This design comes from an exercise in tuning for small area and a short achievable clock period on the open sky130 flow, not from production work.
RTL that was checked went through simulation tests only; none was proved equivalent to the original.
For runs 2 and 3, only the layout was checked, not whether the RTL still works.
No activity file was given, so power comes from the tool's default toggle rates.

==> design.v <==
package bmp_pkg;
  localparam int HEADER_WORDS = 14;
  localparam int GROUP_WORDS  = 3;
  localparam int SIZE_LO_WORD = 0;
  localparam int SIZE_HI_WORD = 1;
  typedef logic [31:0] word_t;
  typedef logic [23:0] pixel_t;
  typedef logic [1:0]  mode_t;
  typedef logic [31:0] count_t;
  localparam mode_t MODE_THRESHOLD  = 2'd1;
  localparam mode_t MODE_BRIGHTNESS = 2'd2;
  typedef logic [95:0] pixel_group_t;
endpackage
module bmp_filter
(
  input  logic       dut_if,
  input  logic       reset_ind,
  input  logic       in_valid,
  input  bmp_pkg::word_t      in_data,
  input  bmp_pkg::mode_t      mode,
  input  logic [7:0] proc_val,
  output logic       out_valid,
  output bmp_pkg::word_t      out_data,
  output logic       frame_done
);
  logic [4:0]  s;
  logic [29:0] cnt;       
  logic        lastf;     
  logic        thr;       
  logic        bri;       
  logic [9:0]  pv;        
  logic [31:0] h, t;
  logic        hv, tv;
  logic        h_pix, h_k0, h_k1, h_last;
  logic        t_pix, t_k0, t_k1, t_last;
  logic        cr;        
  logic        out_last;
  logic pix, s0, s1, s01, last;
  assign pix  = s[4];
  assign s0   = (s == 5'd0);
  assign s1   = (s == 5'd1);
  assign s01  = (s[4:1] == 4'd0);          
  assign last = lastf && !s01;
  always_ff @(posedge dut_if) begin
    if (in_valid && s0) begin
      thr <= (mode == bmp_pkg::MODE_THRESHOLD);
      bri <= (mode == bmp_pkg::MODE_BRIGHTNESS);
      pv  <= {2'b00, proc_val};
    end else if (in_valid && s1 && thr) begin
      pv  <= ~(10'({pv[7:0], 1'b0}) + 10'(pv[7:0]) + 10'd2);
    end
  end
  logic        dec;
  logic [29:0] cnt_dec;
  always_comb begin
    logic [5:0] bz;
    logic       z;
    bz[0] = 1'b1;
    for (int k = 1; k < 6; k++) bz[k] = bz[k-1] && (cnt[6*(k-1) +: 6] == 6'd0);
    for (int k = 0; k < 5; k++) begin
      z = bz[k];
      for (int i = 0; i < 6; i++) begin
        cnt_dec[6*k+i] = cnt[6*k+i] ^ (dec && z);
        z = z && !cnt[6*k+i];
      end
    end
  end
  always_ff @(posedge dut_if) begin
    dec <= in_valid && !s01;
    cnt[13:0]  <= s0 ? {in_data[7:0], in_data[15:10]} : cnt_dec[13:0];
    cnt[29:14] <= s1 ? {in_data[23:16], in_data[31:24]} : cnt_dec[29:14];
    if (in_valid) lastf <= !s01 && (cnt[29:3] == 27'd0) && (cnt[2:0] == {2'b10, dec});
    if (reset_ind) begin
      s <= 5'd0;
    end else if (in_valid) begin
      if (last)                    s <= 5'd0;
      else if (s == 5'd13)         s <= 5'b10000;
      else if (pix && s[1])        s <= 5'b10000;
      else                         s <= s + 5'd1;
    end
  end
  logic [1:0] n, held;
  logic       pop_now, pop_in, pop, h_ld, t_ld;
  assign n       = 2'(hv) + 2'(tv);
  assign held    = pix ? s[1:0] : 2'd0;
  assign pop_now = hv && (n > held);
  assign pop_in  = hv && pix && s[1];
  assign pop     = pop_now || (pop_in && in_valid);
  assign h_ld    = pop_now || !hv || (pop_in && in_valid);
  assign t_ld    = pop_now || !hv || !tv || (pop_in && in_valid);
  function automatic logic ge1024(input logic [10:0] x, input logic [10:0] y,
                                  input logic [10:0] z);
    logic [10:0] s1, c1;
    logic [11:0] tt;
    s1 = x ^ y ^ z;
    c1 = (x & y) | (x & z) | (y & z);
    tt = 12'(s1) + {c1, 1'b0};
    ge1024 = tt[10];
  endfunction
  logic [9:0] nl;
  assign nl = pv;
  logic [7:0]  t3, t2, t1, t0;
  logic [10:0] tv11;
  logic        tq, t_thr;
  logic [31:0] hin;
  assign {t3, t2, t1, t0} = t;
  always_comb begin
    logic [7:0]  m, qs, qc, vs, vc;
    m    = t_k0 ? t3 : t0;
    qs   = t2 ^ t1 ^ m;
    qc   = (t2 & t1) | (t2 & m) | (t1 & m);
    tq   = ge1024(11'(qs), {2'b00, qc, 1'b0}, 11'(nl));
    m    = t_k1 ? t1 : 8'd0;
    vs   = t0 ^ m ^ nl[7:0];
    vc   = (t0 & m) | (t0 & nl[7:0]) | (m & nl[7:0]);
    tv11 = {1'b0, nl[9:8], vs} + {2'b00, vc, 1'b0};
  end
  assign t_thr = thr && t_pix;
  assign hin   = t_thr ? {t[31:12], tq, tv11} : t;
  logic [31:0] tin;
  assign tin = {in_valid ? in_data[31:16] : 16'd0, in_data[15:0]};
  always_ff @(posedge dut_if) begin
    if (h_ld) begin
      h <= hin;
      {h_pix, h_k0, h_k1, h_last} <= {t_pix, t_k0, t_k1, t_last};
    end
    if (t_ld) begin
      t <= tin;
      {t_pix, t_k0, t_k1, t_last} <=
        {pix, pix && s[1:0] == 2'd0, pix && s[0], last};
    end
    if (reset_ind) begin
      hv <= 1'b0;
      tv <= 1'b0;
    end else begin
      if (h_ld) hv <= tv;
      if (t_ld) tv <= in_valid;
    end
  end
  logic ub, ul, hq;
  assign hq = h[11];
  assign ub = ge1024(h[10:0], 11'(t[31:24]), 11'(t[23:16]));
  assign ul = ge1024(h[10:0], 11'(t[31:24]), 11'd0);
  logic [7:0]  pe;
  logic [31:0] odata;
  assign pe = (bri && h_pix) ? pv[7:0] : 8'd0;
  always_comb begin
    for (int j = 0; j < 4; j++) begin
      logic [8:0] sum;
      sum = 9'(h[8*j +: 8]) + 9'(pe);
      if (sum[8] != pe[7]) odata[8*j +: 8] = {8{sum[8]}};
      else                 odata[8*j +: 8] = sum[7:0];
    end
    if (thr && h_pix)
      odata = {{8{h_k0 ? hq : cr}}, {8{h_k1 ? cr : hq}}, {8{h_k1 ? ul : hq}},
               {8{h_k0 ? ub : (h_k1 ? ul : hq)}}};
  end
  always_ff @(posedge dut_if) begin
    out_data <= odata;
    out_last <= h_last;
    if (pop) cr <= h_k0 ? ub : ul;
    if (reset_ind) begin
      out_valid  <= 1'b0;
      frame_done <= 1'b0;
    end else begin
      out_valid  <= pop;
      frame_done <= out_valid && out_last;
    end
  end
endmodule
==> flow/run.sh <==
#!/bin/bash
# Standard ORFS layout with three changes: ports are buffered with the
# smallest buffer (the resizer still upsizes where timing needs it), clock
# tree synthesis adds no dummy loads, and repair_timing aims for 7.1 ns of
# setup slack, so that the achieved period is pushed well below the 10 ns
# clock.
set -euo pipefail
bash standard.sh 'BUFFER_PORTS_ARGS=-buffer_cell sky130_fd_sc_hd__buf_1' \
  'CTS_ARGS=-sink_clustering_enable -repair_clock_nets -dont_use_dummy_load -buf_list {sky130_fd_sc_hd__clkbuf_4 sky130_fd_sc_hd__clkbuf_8}' \
  SETUP_SLACK_MARGIN=7.1 finish > standard_flow.log 2>&1
==> standard.sh <==
#!/bin/bash
# synth_recipe.tcl (not shown) runs the flow's synth.tcl, then flattens the netlist and writes it again
# the make line also repeats each setting of config.mk as NAME=value (left out here)
make -C /OpenROAD-flow-scripts/flow DESIGN_CONFIG=/design/flow/config.mk WORK_HOME=/design/flow/orfs CLKGATE_MAP_FILE= SYNTH_SCRIPT=/design/flow/synth_recipe.tcl "${@:-finish}"
==> config.mk <==
export PLATFORM = sky130hd
export DESIGN_NAME = bmp_filter
export DESIGN_NICKNAME = bmp_filter
export VERILOG_FILES = /design/flow/design.v
export SDC_FILE = /design/flow/constraint.sdc
export NUM_CORES = 4
export LEC_CHECK = 0
export ABC_CLOCK_PERIOD_IN_PS = 2500
export CAP_MARGIN = 20
export CORE_MARGIN = 2
export CORE_UTILIZATION = 40
export GPL_TIMING_DRIVEN = 0
export SLEW_MARGIN = 20
==> constraint.sdc <==
create_clock -name core_clock -period 10.0 [get_ports {dut_if}]
set_input_delay 2.0000 -clock core_clock [delete_from_list [all_inputs] [get_ports {dut_if}]]
set_output_delay 2.0000 -clock core_clock [all_outputs]
set_load 0.01 [all_outputs]
==> results of run 1 <==
## final cells by class
| type | instances | area (um^2) | share of cell area (%) |
|---|---|---|---|
| Multi-Input combinational cell | 650 | 5244 | 48.22 |
| Sequential cell | 159 | 4038 | 37.13 |
| Timing Repair Buffer | 96 | 548.0 | 5.039 |
| Tap cell | 319 | 399.1 | 3.670 |
| Inverter | 85 | 319.1 | 2.934 |
| Clock buffer | 17 | 234.0 | 2.151 |
| Buffer | 18 | 93.84 | 0.8629 |
## report_power, final
group	leakage (uW)	switching, uW	internal [uW]
sequential	0.00154	86.5	800
clock	0.000122	207	150
combinational	0.00302	378	339
## cell usage in the layout (no fill, tap or decap), types with 21 or more instances in the layout
master    netlist  routed
a21o_1         21      21
a21oi_1        66      57
and2_1         23      22
buf_1           1      43
buf_2           0      21
dfxtp_1        75      64
edfxtp_1       84      84
fa_1           36      34
ha_1           91      85
inv_1          84      81
nand2_1        78      73
nor2_1         49      49
o21ai_0        69      58
xnor2_1        33      33
xor2_1         24      24
## cells by family (layout without fill, tap and decap cells)
group	count (synthesis)	after routing	synth area share, %
DFF	159	159	42.71
and+or+nand+nor	228	229	12.11
muxes	10	10	1.169
adders and majority gates	131	131	20.16
AOI/OAI and AO/OA	223	223	14.28
buffers and inverters	103	216	4.263
xor gates and xnor gates	57	57	5.300
## through the flow
step	setup WS, ns	area [um^2]	total power, uW
final	6.989	10880	1961
after global routing	6.839	10880	2116
after CTS	6.969	10620	1927
after detailed placement	6.280	10150	1540
after global placement	6.227	10150	1521
after floorplan	7.064	9467	1363
## flip-flops by register name (all words and copies together), names as in the netlist
name / flops
h: 32
out_data: 32
t: 32
cnt: 30
pv: 10
s: 5
bri: 1
cr: 1
dec: 1
frame_done: 1
h_k0: 1
h_k1: 1
h_last: 1
h_pix: 1
hv: 1
lastf: 1
out_last: 1
out_valid: 1
t_k0: 1
t_k1: 1
t_last: 1
t_pix: 1
thr: 1
tv: 1
## worst reg2reg max path: stages, from the launching register on
cell and delay [ns]:
edfxtp_1 0.48, clkbuf_8 0.19, nand2_2 0.05, o21ai_2 0.06
fa_1 0.47, inv_1 0.05, fa_1 0.49, inv_1 0.04
ha_1 0.28, a41o_1 0.19, a21oi_2 0.13, nor2b_1 0.06
o2111ai_1 0.16, a21oi_1 0.09
## metal layers
layer  wire (um)  track usage [%]  up-vias
met5           0                0        -
met4         532            6.494        0
met3         848            3.772       34
met2       10430            30.84      135
met1       10210            23.80     3217
li1            -                -     3420
## worst paths after layout
path	end	start	depth (start not counted)	slack (ns)
max	h[11]$_DFFE_PP_	t_k0$_DFFE_PP_	13	6.99
min	out_last$_DFF_P_	h_last$_DFFE_PP_	0	0.35
max reg2reg	h[11]$_DFFE_PP_	t_k0$_DFFE_PP_	13	6.99
min reg2reg	out_last$_DFF_P_	h_last$_DFFE_PP_	0	0.35
## timing repair
item | in CTS | in global routing
gates resized for setup | 58 | 57
gates cloned | 0 | 1
setup endpoints to repair | 155 | 94
hold buffers | 0 | 0
pin swaps | 10 | 15
buffers inserted | 15 | 4
==> notes.md, run 1 <==
- Fill cells: around 2,200
- Avg Cell Area, Syn: just over 10 um^2
- Die area: around 25,000 um^2
- DRC viols: 0
- Ys flop type: edfxtp_1
- Vias: slightly below 7,000
- Most common cell in the netlist: ha_1
- First-pass GRT wire length: between 30 and 40 mm
- IO Port Bufs: 77
- Total track usage: 18.47%
- Relative slew slack: 63.91%
- Gr ovfl total: 0
- Detailed Place HPWL: 16.92 mm
- VDD IR-drop max: 0.06884 mV
- H-tree levels: 4
- Clock transition at path regs: about 0.1 ns
- CP Capture Type: register
- Critical path's largest stage delay: 0.49 ns
- Initial antenna violation count: 0
- Top-Level Pins: 79
- Clock Skew: between 0.03 and 0.04 ns
- Clk root buf: clkbuf_8
- Yosys Warn Count: 1
- Setup TNS: 0 ns
- Max-cap violations: 0
- Synth area leader: edfxtp_1
- Tcrit/Tclk final: a little under a third
- Maximum clock path buffer count: 2
- Num CTS Buffers: 17
- Top cell type's share of synthesized area: between 20% and 30%
- Layout cells sized above 1: between 10% and 20%
- Register bit total from synthesis: between 150 and 200
- Register area share after synthesis: between 40% and 50%
- List of most frequent post-synthesis cells: ha_1, edfxtp_1, inv_1, nand2_1, dfxtp_1
- RSZ-0062 raised after global routing: true
- Startpoint Class: register
- Critical path's slowest cell: fa_1
- Critical path data arrival time: around 3.2 ns
- Min Tclk post-route: 3.011 ns
- Via density per instance: 5.064
- Status: no timing/DRC/antenna violations
- Slew Viols, Final: 0
- Syn_nets: 1,083
- Average wire per standard cell: ~16 um
- Initial Utilization: 40.50%
- Worst setup path class: reg -> reg
- 1st-iter DRT viols: 337
- Hold_ws: between 0.3 and 0.4 ns
- Post-Syn Area: around 9400 um^2
- Die X: between 150 and 200 um
- CTS tree: yes
- Finished Core Util: a little under half
- Max frequency: about 330 MHz
- First-pass iteration count of the detailed router: 5
- Pwr dens: between 150 and 200 nW/um^2
- Core area: 23,260 um^2
- Largest cells by area after synthesis: edfxtp_1, dfxtp_1, ha_1
- CP required: between 10 and 15 ns
- Buf/Inv on CP: 3
- Post-route non-filler standard cell count: roughly 1,300
- Crit path max fanout: 5
- Vias in the first global route: about 6,600
- # diodes: 0
- Post-Route WL: between 20 and 25 mm
- Top delay family on crit path: adder cells
- Area Growth Syn to Fin: 15.45%
- Lkg Pwr: 0.004677 uW
- Largest net degree at the start of global routing: 38
- Clock latency (worst-skew pair): 0.46 ns
- Clock sinks: roughly 160
- Slew @ Worst Pin: about 0.53 ns
- Placer Congestion: 0.8724
- Nets@finish: 1,199
- Gate Count Post-Synth: just over 900
- Synth cell types: between 60 and 70
- Critical-path cell list: clkbuf_8 -> nand2_2 -> o21ai_2 -> fa_1 -> inv_1 -> fa_1 -> inv_1 -> ha_1 -> a41o_1 -> a21oi_2 -> nor2b_1 -> o2111ai_1 -> a21oi_1
- ANT nets after route: 0
- Hold Path Class: reg -> reg
- Synth async-reset ratio: 0%
- Num rows: 56
- Die height: approximately 160 um
- Number of enable flip-flop cells after synthesis: 84
- Endpoints failing setup: 0
- Final hold violations: 0
- Placed Cells: between 1,000 and 1,500
==> inputs of run 2 (changes only) <==
--- a/design.v
+++ b/design.v
@@ -31,10 +31,9 @@
   logic [9:0]  pv;        
   logic [31:0] h, t;
   logic        hv, tv;
-  logic        h_pix, h_k0, h_k1, h_last;
-  logic        t_pix, t_k0, t_k1, t_last;
+  logic        h_pix, h_k0, h_k1;
+  logic        t_pix, t_k0, t_k1;
   logic        cr;        
-  logic        out_last;
   logic pix, s0, s1, s01, last;
   assign pix  = s[4];
   assign s0   = (s == 5'd0);
@@ -88,14 +87,30 @@
   assign pop     = pop_now || (pop_in && in_valid);
   assign h_ld    = pop_now || !hv || (pop_in && in_valid);
   assign t_ld    = pop_now || !hv || !tv || (pop_in && in_valid);
+  function automatic logic [15:0] carries(input logic [15:0] g, input logic [15:0] p);
+    logic [15:0] gg, pp;
+    gg = g;
+    pp = p;
+    for (int l = 0; l < 4; l++) begin
+      for (int i = 0; i < 16; i++) begin
+        if (((i >> l) & 1) == 1) begin
+          gg[i] = gg[i] | (pp[i] & gg[((i >> l) << l) - 1]);
+          pp[i] = pp[i] & pp[((i >> l) << l) - 1];
+        end
+      end
+    end
+    carries = gg;
+  endfunction
   function automatic logic ge1024(input logic [10:0] x, input logic [10:0] y,
                                   input logic [10:0] z);
-    logic [10:0] s1, c1;
-    logic [11:0] tt;
+    logic [10:0] s1, c1, g, p;
+    logic [15:0] c;
     s1 = x ^ y ^ z;
-    c1 = (x & y) | (x & z) | (y & z);
-    tt = 12'(s1) + {c1, 1'b0};
-    ge1024 = tt[10];
+    c1 = {(x & y) | (x & z) | (y & z), 1'b0};
+    g  = s1 & c1;
+    p  = s1 ^ c1;
+    c  = carries(16'(g), 16'(p));
+    ge1024 = p[10] ^ c[9];
   endfunction
   logic [9:0] nl;
   assign nl = pv;
@@ -107,27 +122,51 @@
   always_comb begin
     logic [7:0]  m, qs, qc, vs, vc;
     m    = t_k0 ? t3 : t0;
-    qs   = t2 ^ t1 ^ m;
-    qc   = (t2 & t1) | (t2 & m) | (t1 & m);
-    tq   = ge1024(11'(qs), {2'b00, qc, 1'b0}, 11'(nl));
+    qs   = t2 ^ t1 ^ nl[7:0];
+    qc   = (t2 & t1) | (t2 & nl[7:0]) | (t1 & nl[7:0]);
+    tq   = ge1024({1'b0, nl[9:8], qs}, {2'b00, qc, 1'b0}, 11'(m));
     m    = t_k1 ? t1 : 8'd0;
     vs   = t0 ^ m ^ nl[7:0];
     vc   = (t0 & m) | (t0 & nl[7:0]) | (m & nl[7:0]);
-    tv11 = {1'b0, nl[9:8], vs} + {2'b00, vc, 1'b0};
+    begin
+      logic [10:0] a, b, g, p;
+      logic [15:0] c;
+      a    = {1'b0, nl[9:8], vs};
+      b    = {2'b00, vc, 1'b0};
+      g    = a & b;
+      p    = a ^ b;
+      c    = carries(16'(g), 16'(p));
+      tv11 = p ^ {c[9:0], 1'b0};
+    end
   end
   assign t_thr = thr && t_pix;
-  assign hin   = t_thr ? {t[31:12], tq, tv11} : t;
+  logic [7:0]  pe;
+  logic [31:0] tb;
+  assign pe = (bri && t_pix) ? pv[7:0] : 8'd0;
+  always_comb begin
+    for (int j = 0; j < 4; j++) begin
+      logic [7:0]  a, g, p, sm;
+      logic [15:0] c;
+      a    = t[8*j +: 8];
+      g    = a & pe;
+      p    = a ^ pe;
+      c    = carries(16'(g), 16'(p));
+      sm   = p ^ {c[6:0], 1'b0};
+      tb[8*j +: 8] = pe[7] ? (sm & {8{c[7]}}) : (sm | {8{c[7]}});
+    end
+  end
+  assign hin = t_thr ? {t[31:12], tq, tv11} : tb;
   logic [31:0] tin;
   assign tin = {in_valid ? in_data[31:16] : 16'd0, in_data[15:0]};
   always_ff @(posedge dut_if) begin
     if (h_ld) begin
       h <= hin;
-      {h_pix, h_k0, h_k1, h_last} <= {t_pix, t_k0, t_k1, t_last};
+      {h_pix, h_k0, h_k1} <= {t_pix, t_k0, t_k1};
     end
     if (t_ld) begin
       t <= tin;
-      {t_pix, t_k0, t_k1, t_last} <=
-        {pix, pix && s[1:0] == 2'd0, pix && s[0], last};
+      {t_pix, t_k0, t_k1} <=
+        {pix, pix && s[1:0] == 2'd0, pix && s[0]};
     end
     if (reset_ind) begin
       hv <= 1'b0;
@@ -141,30 +180,19 @@
   assign hq = h[11];
   assign ub = ge1024(h[10:0], 11'(t[31:24]), 11'(t[23:16]));
   assign ul = ge1024(h[10:0], 11'(t[31:24]), 11'd0);
-  logic [7:0]  pe;
   logic [31:0] odata;
-  assign pe = (bri && h_pix) ? pv[7:0] : 8'd0;
-  always_comb begin
-    for (int j = 0; j < 4; j++) begin
-      logic [8:0] sum;
-      sum = 9'(h[8*j +: 8]) + 9'(pe);
-      if (sum[8] != pe[7]) odata[8*j +: 8] = {8{sum[8]}};
-      else                 odata[8*j +: 8] = sum[7:0];
-    end
-    if (thr && h_pix)
-      odata = {{8{h_k0 ? hq : cr}}, {8{h_k1 ? cr : hq}}, {8{h_k1 ? ul : hq}},
-               {8{h_k0 ? ub : (h_k1 ? ul : hq)}}};
-  end
+  assign odata = (thr && h_pix) ?
+    {{8{h_k0 ? hq : cr}}, {8{h_k1 ? cr : hq}}, {8{h_k1 ? ul : hq}},
+     {8{h_k0 ? ub : (h_k1 ? ul : hq)}}} : h;
   always_ff @(posedge dut_if) begin
     out_data <= odata;
-    out_last <= h_last;
     if (pop) cr <= h_k0 ? ub : ul;
     if (reset_ind) begin
       out_valid  <= 1'b0;
       frame_done <= 1'b0;
     end else begin
       out_valid  <= pop;
-      frame_done <= out_valid && out_last;
+      frame_done <= out_valid && s0 && !hv && !tv;
     end
   end
 endmodule
==> flow/run.sh (replaced) <==
#!/bin/bash
# Standard ORFS layout with two changes: ports are buffered with the
# smallest buffer (the resizer still upsizes where timing needs it), and
# repair_timing aims for 7 ns of setup slack, so that the achieved period
# is pushed well below the 10 ns clock.
set -euo pipefail
bash standard.sh 'BUFFER_PORTS_ARGS=-buffer_cell sky130_fd_sc_hd__buf_1' SETUP_SLACK_MARGIN=7 finish > standard_flow.log 2>&1
--- a/config.mk
+++ b/config.mk
@@ -9,5 +9,5 @@
 export CAP_MARGIN = 20
 export CORE_MARGIN = 2
 export CORE_UTILIZATION = 40
-export GPL_TIMING_DRIVEN = 0
+export CTS_BUF_LIST = sky130_fd_sc_hd__clkbuf_4 sky130_fd_sc_hd__clkbuf_8
 export SLEW_MARGIN = 20
==> run 2 against run 1 <==
Via count grew 6.0%. Critical path type unchanged. Setup slack lost 0.28 ns. First-iteration DRC count rose by 39%. Critical path depth shrank 3. Final cell count grew 2.8%. Count of clock-buffer cells in the layout rose by 3. Clock skew shrank 0.025 ns.
==> notes.md, run 2 <==
- Slew Viols, Final: 0 (unchanged)
- Die X: 158.9 um (was 157.5 um)
- VDD IR-drop max: 0.08551 mV (was 0.06884 mV)
- CTS tree: yes (unchanged)
- Tcrit/Tclk final: 32.89% (was 30.11%)
- Worst R2R Path Depth: 10 (was 13)
- Placer Congestion: 0.9241 (was 0.8724)
- Setup TNS: 0 ns (unchanged)
- 1st-iter DRT viols: 468 (was 337)
- Flop2flop setup slack: 6.71 ns (was 6.99 ns)
- Area Growth Syn to Fin: 16.63% (was 15.45%)
- Pwr dens: 178.9 nW/um^2 (was 180.3 nW/um^2)
- Die height: 158.9 um (was 157.5 um)
- Clock transition at path regs: 0.09 ns (was 0.10 ns)
- Register bit total from synthesis: 156 (was 159)
- ANT nets after route: 0 (unchanged)
- Crit path max fanout: 5 (unchanged)
- Synth area leader: edfxtp_1 (unchanged)
- Vias in the first global route: 7,074 (was 6,597)
- Gate Count Post-Synth: 940 (was 911)
- Slew @ Worst Pin: 0.9484 ns (was 0.5339 ns)
- Clock latency (worst-skew pair): 0.46 ns (about the same)
- Num rows: 56 (unchanged)
- Yosys Warn Count: 1 (unchanged)
- Post-Route WL: 24.10 mm (was 22.02 mm)
- Num CTS Buffers: 17 (unchanged)
- RSZ-0062 raised after global routing: true (unchanged)
- List of most frequent post-synthesis cells: inv_1, ha_1, edfxtp_1, dfxtp_1, nand2_1 (was ha_1, edfxtp_1, inv_1, nand2_1, dfxtp_1)
- Relative slew slack: 36.77% (was 63.91%)
- Maximum clock path buffer count: 2 (unchanged)
- Startpoint Class: register (unchanged)
- Hold-fix buffers, CTS: 0 (unchanged)
- Status: no timing/DRC/antenna violations (unchanged)
- Endpoints failing setup: 0 (unchanged)
- Compound-Gate Fraction of Synth Area: 14.74% (was 14.28%)
- Largest cells by area after synthesis: edfxtp_1, dfxtp_1, ha_1 (unchanged)
- Synth async-reset ratio: 0% (unchanged)
- Die area: 25,240 um^2 (was 24,790 um^2)
- Gr ovfl total: 0 (unchanged)
- Max-cap violations: 0 (unchanged)
- Hold Path Class: reg -> reg (unchanged)
- Post-route non-filler standard cell count: 1,381 (was 1,344)
- Via density per instance: 5.222 (was 5.064)
- Vias: 7,212 (was 6,806)
- Adder-Cell Fraction of Synth Area: 20.94% (was 20.16%)
- Leading cell types in the layout, fill and taps excluded: inv_1, ha_1, edfxtp_1, buf_1, dfxtp_1 (was ha_1, edfxtp_1, inv_1, nand2_1, dfxtp_1)
- Min Tclk post-route: 3.289 ns (was 3.011 ns)
- Syn_nets: 1,118 (was 1,083)
- Number of enable flip-flop cells after synthesis: 82 (was 84)
- Clock sinks: 156 (was 159)
- Average wire per standard cell: 17.45 um (was 16.38 um)
- IO Port Bufs: 78 (was 77)
- First-pass iteration count of the detailed router: 9 (was 5)
- Placed Cells: 1,312 (was 1,307)
- Clk root buf: clkbuf_8 (unchanged)
- DRC viols: 0 (unchanged)
- Layout cells sized above 1: 12.15% (was 14.54%)
- CP required: 10.30 ns (was 10.18 ns)
- Core area: 23,540 um^2 (was 23,260 um^2)
- CP Capture Type: register (unchanged)
- Placed inst area: 10,230 um^2 (was 10,150 um^2)
- Largest regs: h (32), out_data (32), t (32) (unchanged)
- Initial antenna violation count: 0 (unchanged)
- Largest net degree at the start of global routing: 37 (was 38)
- Critical path data arrival time: 3.59 ns (was 3.19 ns)
- Ys flop type: edfxtp_1 (unchanged)
- Clock Skew: 0.01402 ns (was 0.03915 ns)
- H-tree levels: 4 (unchanged)
- Lkg Pwr: 0.004827 uW (was 0.004677 uW)
- Reg2reg start: t_k1$_DFFE_PP_ (was t_k0$_DFFE_PP_)
- Register area share after synthesis: 41.11% (was 42.71%)
- Mux share of post-synthesis cell area: 1.069% (was 1.169%)
- Most common cell in the netlist: inv_1 (was ha_1)
- R2R Path End: h[8]$_DFFE_PP_ (was h[11]$_DFFE_PP_)
- Post-Synth XOR/XNOR Area: 4.108% (was 5.300%)
- Worst setup path class: reg -> reg (unchanged)
- Largest family of logic cells by synthesized area: adder cells (unchanged)
- # diodes: 0 (unchanged)
- Post-Syn Area: 9594 um^2 (was 9420 um^2)
- CP startpoint: t_k1$_DFFE_PP_ (was t_k0$_DFFE_PP_)
- Post-Synth Simple-Gate Area: 12.73% (was 12.11%)
- Top-Level Pins: 79 (unchanged)
- Top cell type's share of synthesized area: 25.67% (was 26.78%)
- Initial Utilization: 40.75% (was 40.50%)
- Synth cell types: 60 (was 62)
- Detailed Place HPWL: 17.95 mm (was 16.92 mm)
- Final hold violations: 0 (unchanged)
- Hold_ws: 0.4432 ns (was 0.3503 ns)
- Nets@finish: 1,227 (was 1,199)
- Avg Cell Area, Syn: 10.21 um^2 (was 10.34 um^2)
- First-pass GRT wire length: 37.64 mm (was 34.56 mm)
- Max frequency: 304.0 MHz (was 332.1 MHz)
- Crit path capture: h[8]$_DFFE_PP_ (was h[11]$_DFFE_PP_)
- Final instance area: 11,190 um^2 (was 10,880 um^2)
- Leading cell type in the layout, fill and taps excluded: inv_1 (was ha_1)
- Total track usage: 19.13% (was 18.47%)
## run 2: cell count changes after synthesis, moves of 10 or more
| cell | previous run | this run |
|---|---|---|
| fa_1 | 36 | 46 |
| inv_1 | 84 | 104 |
| a21oi_1 | 66 | 44 |
| a21o_1 | 21 | 47 |
| clkbuf_1 | 15 | 25 |
| nand2_1 | 78 | 66 |
| o22ai_1 | 0 | 13 |
## run 2: through the flow
step	util, %	power [uW]	setup slack, ns
after floorplan	-	1271	6.907
after global placement	43.46	1428	6.285
after detailed placement	43.46	1440	6.346
after CTS	46.30	1953	6.639
after global routing	47.53	2140	6.581
final	47.53	2002	6.711
## run 2: area by class of cell
cell class,count,area (um^2)
inverter,104,394.1
clock inverter,12,133.9
timing repair buffer,118,606.8
clock buffer,20,262.8
tap,319,399.1
multi-input combinational,652,5449
sequential,156,3944
fill,2235,12350
## run 2: per-layer routing
layer,vias up,share of wire [%],global-route usage [%]
met5,-,0,0
met3,43,5.2,3.474
met1,3461,45,25.15
met4,0,2.3,6.198
met2,202,48,32.00
li1,3506,-,-
## run 2: cells by family after synthesis
group,after synthesis
and+or+nand+nor,239
muxes,10
buffers and inverters,133
AOI/OAI and AO/OA,224
DFF,156
adders and majority gates,133
xor gates and xnor gates,45
## run 2: power breakdown
part,leakage (uW),internal [uW],switching (uW),total [uW]
clock,0.000212,238,248,486
combinational,0.00311,308,356,663
sequential,0.00150,772,80.8,853
## run 2: what timing repair did
item                                    in CTS  in global routing
endpoints found under the setup margin      43                 74
setup buffers                               20                 16
resized for setup                           25                 35
endpoints found under the hold margin        0                  0
cloned                                       0                  1
pin swaps                                    5                 16
## run 2: worst min path at each step
stage	slack, ns	cells after the start	start	end
4_1_cts	0.45	1	h[15]$_DFFE_PP_	out_data[15]$_DFF_P_
2_1_floorplan	0.42	1	h[12]$_DFFE_PP_	out_data[12]$_DFF_P_
6_report	0.44	1	h[15]$_DFFE_PP_	out_data[15]$_DFF_P_
3_3_place_gp	0.43	1	h[31]$_DFFE_PP_	out_data[31]$_DFF_P_
5_1_grt	0.46	1	h[15]$_DFFE_PP_	out_data[15]$_DFF_P_
3_5_place_dp	0.43	1	h[28]$_DFFE_PP_	out_data[28]$_DFF_P_
## run 2: critical path, cell delays in order, from the launching register on
cell and delay, ns:
edfxtp_1 0.54, and2_4 0.23, fa_2 0.55, ha_4 0.20, and2_1 0.15, a311o_1 0.32
o31a_1 0.28, a21o_1 0.21, inv_2 0.06, fa_2 0.43, o22ai_1 0.15
==> inputs of run 3 (changes only) <==
--- a/design.v
+++ b/design.v
@@ -176,17 +176,16 @@
       if (t_ld) tv <= in_valid;
     end
   end
-  logic ub, ul, hq;
+  logic u, hq;
   assign hq = h[11];
-  assign ub = ge1024(h[10:0], 11'(t[31:24]), 11'(t[23:16]));
-  assign ul = ge1024(h[10:0], 11'(t[31:24]), 11'd0);
+  assign u  = ge1024(h[10:0], 11'(t[31:24]), 11'(h_k0 ? t[23:16] : 8'd0));
   logic [31:0] odata;
   assign odata = (thr && h_pix) ?
-    {{8{h_k0 ? hq : cr}}, {8{h_k1 ? cr : hq}}, {8{h_k1 ? ul : hq}},
-     {8{h_k0 ? ub : (h_k1 ? ul : hq)}}} : h;
+    {{8{h_k0 ? hq : cr}}, {8{h_k1 ? cr : hq}}, {8{h_k1 ? u : hq}},
+     {8{(h_k0 || h_k1) ? u : hq}}} : h;
   always_ff @(posedge dut_if) begin
     out_data <= odata;
-    if (pop) cr <= h_k0 ? ub : ul;
+    if (pop) cr <= u;
     if (reset_ind) begin
       out_valid  <= 1'b0;
       frame_done <= 1'b0;
==> run 3 against run 2 <==
Clock skew rose by 0.0040 ns. Global-route usage rose by 0.52 points. First-iteration DRC count rose by 6.6%. Sequential share of layout area rose by 0.30 points. Total power fell by 2.4%. Clock power barely moved. Setup slack improved by 0.069 ns. Highest routed layer unchanged. Largest cell class unchanged. Utilization fell by 0.12 points.
==> notes.md, run 3 <==
- Status: no timing/DRC/antenna violations (unchanged)
- Total track usage: 19.65% (was 19.13%)
- Startpoint Class: register (unchanged)
- R2R Path End: h[8]$_DFFE_PP_ (unchanged)
- Final instance area: 11,090 um^2 (was 11,190 um^2)
- M3 GR Usage: 4.024% (was 3.474%)
- Core area: 23,400 um^2 (was 23,540 um^2)
- Critical path data arrival time: 3.52 ns (was 3.59 ns)
- Flop2flop setup slack: 6.78 ns (was 6.71 ns)
- Slew @ Worst Pin: 0.8938 ns (was 0.9484 ns)
- Num rows: 56 (unchanged)
- Hold_ws: 0.4442 ns (was 0.4432 ns)
- Gate power share: 31.3% (was 33.1%)
- H-tree levels: 4 (unchanged)
- Sw frac: 33.92% (was 34.19%)
- Tcrit/Tclk final: 32.21% (was 32.89%)
- CP required: 10.30 ns (about the same)
- Number of enable flip-flop cells after synthesis: 82 (unchanged)
- IO Port Bufs: 78 (unchanged)
- Critical-path cell list: and2_4 -> fa_1 -> ha_1 -> and2_1 -> a311o_1 -> a31o_2 -> a21o_1 -> inv_2 -> fa_1 -> o22ai_1 (was and2_4 -> fa_2 -> ha_4 -> and2_1 -> a311o_1 -> o31a_1 -> a21o_1 -> inv_2 -> fa_2 -> o22ai_1)
- First-pass iteration count of the detailed router: 5 (was 9)
- List of most frequent post-synthesis cells: inv_1, nand2_1, edfxtp_1, dfxtp_1, ha_1 (was inv_1, ha_1, edfxtp_1, dfxtp_1, nand2_1)
- Worst setup path class: reg -> reg (unchanged)
- Met1 Track Usage GR: 25.67% (was 25.15%)
- Largest net degree at the start of global routing: 37 (unchanged)
- Top-Level Pins: 79 (unchanged)
- Post-Syn Area: 9494 um^2 (was 9594 um^2)
- Die height: 158.1 um (was 158.9 um)
- Largest cells by area after synthesis: edfxtp_1, dfxtp_1, fa_1 (was edfxtp_1, dfxtp_1, ha_1)
- Register bit total from synthesis: 156 (unchanged)
- Register area share after synthesis: 41.54% (was 41.11%)
- Setup TNS: 0 ns (unchanged)
- Hold Path Class: reg -> reg (unchanged)
- Hold-fix buffers, CTS: 0 (unchanged)
- Internal power: 1291 uW (was 1317 uW)
- Average wire per standard cell: 17.53 um (was 17.45 um)
- Hold Crit Start: h[22]$_DFFE_PP_ (was h[15]$_DFFE_PP_)
- 1st-iter DRT viols: 499 (was 468)
- Clock transition at path regs: 0.10 ns (was 0.09 ns)
- Via density per instance: 5.186 (was 5.222)
- Largest regs: h (32), out_data (32), t (32) (unchanged)
- Maximum clock path buffer count: 2 (unchanged)
- Die area: 24,980 um^2 (was 25,240 um^2)
- Initial antenna violation count: 0 (unchanged)
- Layout cells sized above 1: 12.94% (was 12.15%)
- VDD IR-drop max: 0.09210 mV (was 0.08551 mV)
- Post-Route WL: 24.02 mm (was 24.10 mm)
- Psw: 662.8 uW (was 684.4 uW)
- Yosys Warn Count: 1 (unchanged)
- Leading cell types in the layout, fill and taps excluded: inv_1, edfxtp_1, nand2_1, buf_1, dfxtp_1 (was inv_1, ha_1, edfxtp_1, buf_1, dfxtp_1)
- Clock sinks: 156 (unchanged)
- Vias: 7,105 (was 7,212)
- Min Tclk post-route: 3.221 ns (was 3.289 ns)
- DRC viols: 0 (unchanged)
- Initial Utilization: 40.57% (was 40.75%)
- Pwr dens: 176.1 nW/um^2 (was 178.9 nW/um^2)
- Critical path's slowest cell: fa_1 (was fa_2)
- Synth cell types: 67 (was 60)
- Relative slew slack: 40.41% (was 36.77%)
- Critical path's largest stage delay: 0.57 ns (was 0.55 ns)
- # diodes: 0 (unchanged)
- Endpoints failing setup: 0 (unchanged)
- Die X: 158.1 um (was 158.9 um)
- Slew Viols, Final: 0 (unchanged)
- Worst R2R Path Depth: 10 (unchanged)
- Top cell type's share of synthesized area: 25.94% (was 25.67%)
- Most numerous cell on the critical path: fa_1 (was fa_2)
- Lkg Pwr: 0.004757 uW (was 0.004827 uW)
- Clock Skew: 0.01798 ns (was 0.01402 ns)
- Worst hold stages: 1 (unchanged)
- Register area: 3944 um^2 (unchanged)
- RSZ-0062 raised after global routing: true (unchanged)
- Synth async-reset ratio: 0% (unchanged)
- Footprint of the multi-input gates: 5381 um^2 (was 5449 um^2)
- Crit path max fanout: 4 (was 5)
- Register share of total power: 43.9% (was 42.6%)
- Gate Count Post-Synth: 929 (was 940)
- Hold Crit Endpoint: out_data[22]$_DFF_P_ (was out_data[15]$_DFF_P_)
- ANT nets after route: 0 (unchanged)
- GRT busiest layer: met2 (unchanged)
- Reg2reg start: t_k1$_DFFE_PP_ (unchanged)
- CP Capture Type: register (unchanged)
- Placer Congestion: 0.8935 (was 0.9241)
- Area Growth Syn to Fin: 16.86% (was 16.63%)
- Avg Cell Area, Syn: 10.22 um^2 (was 10.21 um^2)
- First-pass GRT wire length: 36.77 mm (was 37.64 mm)
- CTS tree: yes (unchanged)
- Placed inst area: 10,140 um^2 (was 10,230 um^2)
- Most common cell in the netlist: inv_1 (unchanged)
- Max-cap violations: 0 (unchanged)
- Leading cell type in the layout, fill and taps excluded: inv_1 (unchanged)
- Synth area leader: edfxtp_1 (unchanged)
- Clock latency (worst-skew pair): 0.47 ns (was 0.46 ns)
- Syn_nets: 1,093 (was 1,118)
- Nets@finish: 1,202 (was 1,227)
- Max frequency: 310.5 MHz (was 304.0 MHz)
- Fill cells: 2,230 (was 2,235)
- Vias in the first global route: 6,889 (was 7,074)
- Ys flop type: edfxtp_1 (unchanged)
- Num CTS Buffers: 17 (unchanged)
- Gr ovfl total: 0 (unchanged)
- Clock power share: 24.8% (was 24.3%)
- Detailed Place HPWL: 17.44 mm (was 17.95 mm)
- Clk root buf: clkbuf_8 (unchanged)
- M2 GR Usage: 32.40% (was 32.00%)
- Final hold violations: 0 (unchanged)
## run 3: cell count changes after synthesis, sizes merged, moves of 6 or more
cell / before / now
ha: 87 / 73
nand2: 66 / 88
nor2: 54 / 38
nor4: 9 / 2
o21a: 8 / 14
o22ai: 13 / 4
xnor2: 30 / 21
## run 3: worst max path at each step
stage                    start              end  cells after the start
2_1_floorplan         in_valid   t[0]$_DFFE_PP_                      3
3_3_place_gp          in_valid   t[0]$_DFFE_PP_                      4
3_5_place_dp   t_pix$_DFFE_PP_  h[21]$_DFFE_PP_                      9
4_1_cts         t_k1$_DFFE_PP_   h[8]$_DFFE_PP_                     10
5_1_grt        t[10]$_DFFE_PP_   h[8]$_DFFE_PP_                     11
6_report        t_k1$_DFFE_PP_   h[8]$_DFFE_PP_                     10
## run 3: per-stage QoR
step	total power, uW	setup slack (ns)	cells	utilization, %
after CTS	1944	6.788	1356	46.15
after floorplan	1266	6.907	929	-
after global routing	2085	6.706	1370	47.41
after global placement	1412	6.541	1302	43.31
after detailed placement	1424	6.528	1302	43.31
final	1954	6.779	1370	47.41
## run 3: power groups by stage
stage	clock, uW	combinational, uW	sequential (uW)
final	485	613	857
after global routing	519	699	867
after CTS	498	591	855
after detailed placement	0	552	872
after global placement	0	540	871
after floorplan	0	419	847
## run 3: layer usage
layer,vias to the layer above,wire (um)
li1,3465,-
met1,3386,10760
met2,206,11330
met3,48,1294
met4,0,639
met5,-,0
## run 3: cell type report
type / instances / share of cell area (%)
Tap cell: 319 / 3.598
Clock buffer: 19 / 2.357
Multi-Input combinational cell: 648 / 48.51
Clock inverter: 13 / 1.241
Inverter: 100 / 3.417
Timing Repair Buffer: 115 / 5.334
Sequential cell: 156 / 35.55
## run 3: kinds of logic (layout without fill, tap and decap cells)
logic type | count (synthesis) | after routing | share of synthesized area (%)
buf+inv | 126 | 247 | 5.008
flops | 156 | 156 | 41.54
xor+xnor | 40 | 40 | 3.690
simple gates | 246 | 247 | 13.50
compound gates | 231 | 231 | 15.75
fa+ha+maj | 119 | 119 | 19.32
mux | 11 | 11 | 1.199
## run 3: critical path: cells and delay by family, from the launching register on
kind | cells | cell delay, ns
simple gates | 2 | 0.34
buf+inv | 1 | 0.06
compound gates | 4 | 0.91
flops | 1 | 0.51
fa+ha+maj | 3 | 1.24
## run 3: timing repair
| item | 4_1_cts | 5_1_grt |
|---|---|---|
| gates cloned | 0 | 1 |
| gates resized for setup | 20 | 39 |
| pin swaps | 14 | 15 |
| buffers inserted | 22 | 13 |
| setup endpoints to repair | 50 | 87 |

-- static timing again, ports no longer ideal --
The results above use ideal ports. As a check the final layouts listed here were re-extracted and re-timed, cells and wires unchanged. Step 1: set_driving_cell puts a clkbuf_16 on dut_if and a buf_2 on each other input, an assumption about the parent block. Step 2 times the ports against the registers' clock, not the clock port: input delays grow and output delays shrink by t, the midpoint of the rising clock arrivals with the driver on. Slacks: ideal ports / drivers / drivers and shift; pairs: ideal ports / drivers.
run	t (ns)	slack for setup (ns)	worst setup path at the end
run 1	0.482	6.989 / 6.989 / 6.601	input to register
run 2	0.489	6.711 / 6.711 / 6.576	input to register
run 3	0.499	6.779 / 6.779 / 6.579	input to register
After both steps every run listed still meets setup and hold. For run 1, which loses most, drivers alone change the setup slack by 0.000 ns; drivers and shift together by -0.388 ns.
